Context: an optimization exercise on an open-source flow, tuned for small area, a short achievable clock period and few clock cycles per item. The choices shown serve that exercise and are no tape-out recipe. RTL that was checked went through simulation tests only; none was proved equivalent to the original. Power figures rest on the tool's default switching activity, not on a simulated workload.

// rectangle_grid_test_pattern
module rectangle_grid_test_pattern (
  input  logic        clk,
  input  logic        rst,
  input  logic        push,
  output logic        full,
  input  logic        restart,
  output logic        empty,
  input  logic        pop,
  output logic [10:0] pixel_x,
  output logic [10:0] pixel_y,
  output logic [23:0] pixel_color,
  output logic        write_enable,
  output logic        frame_end,
  input  logic        cfg_write,
  input  logic [2:0]  cfg_index,
  input  logic [23:0] cfg_data
);
Settings: LEC_CHECK=0, ABC_CLOCK_PERIOD_IN_PS=2500, CAP_MARGIN=20, CORE_MARGIN=2, CORE_UTILIZATION=60, CTS_CLUSTER_DIAMETER=60, CTS_CLUSTER_SIZE=30, SETUP_SLACK_MARGIN=5, SLEW_MARGIN=20; clock period 8.5 ns.
run.sh (not shown) runs the stock make flow with config.mk's settings and CLKGATE_MAP_FILE= SYNTH_SCRIPT=/design/flow/synth_recipe.tcl, a recipe that flattens the netlist after the stock synthesis.
The starting point ran to the end with no violations.
==> next run, changes <==
Settings changed: CORE_UTILIZATION 60 to 40, CTS_CLUSTER_DIAMETER 60 to not set, CTS_CLUSTER_SIZE 30 to not set.
Setup slack loses 31 ps.
Power came out higher by 11%.
Utilization came out lower by 22 points.
Clock power came out higher by about 26%.
Synthesized cell count does not change.
Wire length came out higher by 2.7%.
Sequential share of layout area came out lower by 1.5 points.
Combinational power came out higher by about 5.4%.
Critical path depth came out higher by 1.
No run of this note included a check of the RTL's function; only the layout flow was run.


Another version of the RTL of rectangle_grid_test_pattern (not shown whole).
Size in the first run: roughly 210 flip-flops, roughly 83 I/O pins, ~0.013 mm² of cells after synthesis.
Settings: LEC_CHECK=0, ABC_CLOCK_PERIOD_IN_PS=2500, CAP_MARGIN=20, CORE_MARGIN=2, CORE_UTILIZATION=60, CTS_BUF_LIST=sky130_fd_sc_hd__clkbuf_8, CTS_CLUSTER_DIAMETER=60, CTS_CLUSTER_SIZE=30, SETUP_SLACK_MARGIN=5, SLEW_MARGIN=20; clock period 8.5 ns.
standard.sh (not shown) runs the stock make flow with config.mk's settings and CLKGATE_MAP_FILE= SYNTH_SCRIPT=/design/flow/synth_recipe.tcl, a recipe that flattens the netlist after the stock synthesis.
==> flow/flow/run.sh <==
#!/bin/bash
# The standard synthesis, then the standard layout steps with the slow delay
# buffers (clkdlybuf4s*) left out, so port buffering picks an ordinary buffer.
set -e
bash standard.sh synth > synth.log 2>&1
PDU="sky130_fd_sc_hd__probe_p_8 sky130_fd_sc_hd__probec_p_8 sky130_fd_sc_hd__lpflow_bleeder_1 sky130_fd_sc_hd__lpflow_clkbufkapwr_1 sky130_fd_sc_hd__lpflow_clkbufkapwr_16 sky130_fd_sc_hd__lpflow_clkbufkapwr_2 sky130_fd_sc_hd__lpflow_clkbufkapwr_4 sky130_fd_sc_hd__lpflow_clkbufkapwr_8 sky130_fd_sc_hd__lpflow_clkinvkapwr_1 sky130_fd_sc_hd__lpflow_clkinvkapwr_16 sky130_fd_sc_hd__lpflow_clkinvkapwr_2 sky130_fd_sc_hd__lpflow_clkinvkapwr_4 sky130_fd_sc_hd__lpflow_clkinvkapwr_8 sky130_fd_sc_hd__lpflow_decapkapwr_12 sky130_fd_sc_hd__lpflow_decapkapwr_3 sky130_fd_sc_hd__lpflow_decapkapwr_4 sky130_fd_sc_hd__lpflow_decapkapwr_6 sky130_fd_sc_hd__lpflow_decapkapwr_8 sky130_fd_sc_hd__lpflow_inputiso0n_1 sky130_fd_sc_hd__lpflow_inputiso0p_1 sky130_fd_sc_hd__lpflow_inputiso1n_1 sky130_fd_sc_hd__lpflow_inputiso1p_1 sky130_fd_sc_hd__lpflow_inputisolatch_1 sky130_fd_sc_hd__lpflow_isobufsrc_1 sky130_fd_sc_hd__lpflow_isobufsrc_16 sky130_fd_sc_hd__lpflow_isobufsrc_2 sky130_fd_sc_hd__lpflow_isobufsrc_4 sky130_fd_sc_hd__lpflow_isobufsrc_8 sky130_fd_sc_hd__lpflow_isobufsrckapwr_16 sky130_fd_sc_hd__lpflow_lsbuf_lh_hl_isowell_tap_1 sky130_fd_sc_hd__lpflow_lsbuf_lh_hl_isowell_tap_2 sky130_fd_sc_hd__lpflow_lsbuf_lh_hl_isowell_tap_4 sky130_fd_sc_hd__lpflow_lsbuf_lh_isowell_4 sky130_fd_sc_hd__lpflow_lsbuf_lh_isowell_tap_1 sky130_fd_sc_hd__lpflow_lsbuf_lh_isowell_tap_2 sky130_fd_sc_hd__lpflow_lsbuf_lh_isowell_tap_4"
SLOW="sky130_fd_sc_hd__clkdlybuf4s15_1 sky130_fd_sc_hd__clkdlybuf4s15_2 sky130_fd_sc_hd__clkdlybuf4s18_1 sky130_fd_sc_hd__clkdlybuf4s18_2 sky130_fd_sc_hd__clkdlybuf4s25_1 sky130_fd_sc_hd__clkdlybuf4s25_2 sky130_fd_sc_hd__clkdlybuf4s50_1 sky130_fd_sc_hd__clkdlybuf4s50_2"
bash standard.sh "DONT_USE_CELLS=$PDU $SLOW" SETUP_SLACK_MARGIN=5.6 finish > layout.log 2>&1
Testbench counts at the start, summed over its fixed seeds: cycles 19,640, items 19,200.
Then changed:
--- a/flow/flow/run.sh
+++ b/flow/flow/run.sh
@@ -6,3 +6,3 @@
 PDU="sky130_fd_sc_hd__probe_p_8 sky130_fd_sc_hd__probec_p_8 sky130_fd_sc_hd__lpflow_bleeder_1 sky130_fd_sc_hd__lpflow_clkbufkapwr_1 sky130_fd_sc_hd__lpflow_clkbufkapwr_16 sky130_fd_sc_hd__lpflow_clkbufkapwr_2 sky130_fd_sc_hd__lpflow_clkbufkapwr_4 sky130_fd_sc_hd__lpflow_clkbufkapwr_8 sky130_fd_sc_hd__lpflow_clkinvkapwr_1 sky130_fd_sc_hd__lpflow_clkinvkapwr_16 sky130_fd_sc_hd__lpflow_clkinvkapwr_2 sky130_fd_sc_hd__lpflow_clkinvkapwr_4 sky130_fd_sc_hd__lpflow_clkinvkapwr_8 sky130_fd_sc_hd__lpflow_decapkapwr_12 sky130_fd_sc_hd__lpflow_decapkapwr_3 sky130_fd_sc_hd__lpflow_decapkapwr_4 sky130_fd_sc_hd__lpflow_decapkapwr_6 sky130_fd_sc_hd__lpflow_decapkapwr_8 sky130_fd_sc_hd__lpflow_inputiso0n_1 sky130_fd_sc_hd__lpflow_inputiso0p_1 sky130_fd_sc_hd__lpflow_inputiso1n_1 sky130_fd_sc_hd__lpflow_inputiso1p_1 sky130_fd_sc_hd__lpflow_inputisolatch_1 sky130_fd_sc_hd__lpflow_isobufsrc_1 sky130_fd_sc_hd__lpflow_isobufsrc_16 sky130_fd_sc_hd__lpflow_isobufsrc_2 sky130_fd_sc_hd__lpflow_isobufsrc_4 sky130_fd_sc_hd__lpflow_isobufsrc_8 sky130_fd_sc_hd__lpflow_isobufsrckapwr_16 sky130_fd_sc_hd__lpflow_lsbuf_lh_hl_isowell_tap_1 sky130_fd_sc_hd__lpflow_lsbuf_lh_hl_isowell_tap_2 sky130_fd_sc_hd__lpflow_lsbuf_lh_hl_isowell_tap_4 sky130_fd_sc_hd__lpflow_lsbuf_lh_isowell_4 sky130_fd_sc_hd__lpflow_lsbuf_lh_isowell_tap_1 sky130_fd_sc_hd__lpflow_lsbuf_lh_isowell_tap_2 sky130_fd_sc_hd__lpflow_lsbuf_lh_isowell_tap_4"
 SLOW="sky130_fd_sc_hd__clkdlybuf4s15_1 sky130_fd_sc_hd__clkdlybuf4s15_2 sky130_fd_sc_hd__clkdlybuf4s18_1 sky130_fd_sc_hd__clkdlybuf4s18_2 sky130_fd_sc_hd__clkdlybuf4s25_1 sky130_fd_sc_hd__clkdlybuf4s25_2 sky130_fd_sc_hd__clkdlybuf4s50_1 sky130_fd_sc_hd__clkdlybuf4s50_2"
-bash standard.sh "DONT_USE_CELLS=$PDU $SLOW" SETUP_SLACK_MARGIN=5.6 finish > layout.log 2>&1
+bash standard.sh "DONT_USE_CELLS=$PDU $SLOW" finish > layout.log 2>&1
--- a/flow/config.mk
+++ b/flow/config.mk
@@ -11,6 +11,6 @@
 export CORE_UTILIZATION = 60
 export CTS_BUF_LIST = sky130_fd_sc_hd__clkbuf_8
-export CTS_CLUSTER_DIAMETER = 60
-export CTS_CLUSTER_SIZE = 30
+export CTS_CLUSTER_DIAMETER = 50
+export CTS_CLUSTER_SIZE = 20
 export SETUP_SLACK_MARGIN = 5
 export SLEW_MARGIN = 20
Result: Power decreases by 4.8%. Synthesized cell count is unchanged. Core utilization decreases by 8.6 points.

port drivers added, routing unchanged:
In the flow no input, the clock included, has a driving cell. The finished layouts below were timed again as built, in two steps. Step 1: set_driving_cell puts a clkbuf_16 on clk and a buf_2 on each other input, an assumption about the parent block. Step 2, shift: input delay + t, output delay - t, t = (earliest + latest rising clock arrival at the registers) / 2. This alone moves slack from input paths to output paths. Three values: ideal ports, drivers, drivers and shift; two values: the first two.
run	shift t [ns]	slack for setup (ns)	clock arrival spread, ns	worst slew at a driven data input, ns	pins driven straight from the clock port
the first run of note 1	0.573	4.873 / 4.873 / 4.450	0.029 / 0.029	0.05	1
the second run of note 1	0.589	4.842 / 4.842 / 4.492	0.018 / 0.018	0.09	1
the first run of note 2	0.621	5.394 / 5.394 / 4.816	0.025 / 0.025	0.06	1
the second run of note 2	0.624	4.996 / 4.996 / 4.535	0.044 / 0.044	0.07	1
After both steps setup and hold are still met in every run listed. The setup slack of the first run of note 2, which loses most, moves by 0.000 ns with the drivers and by -0.578 ns with both steps.
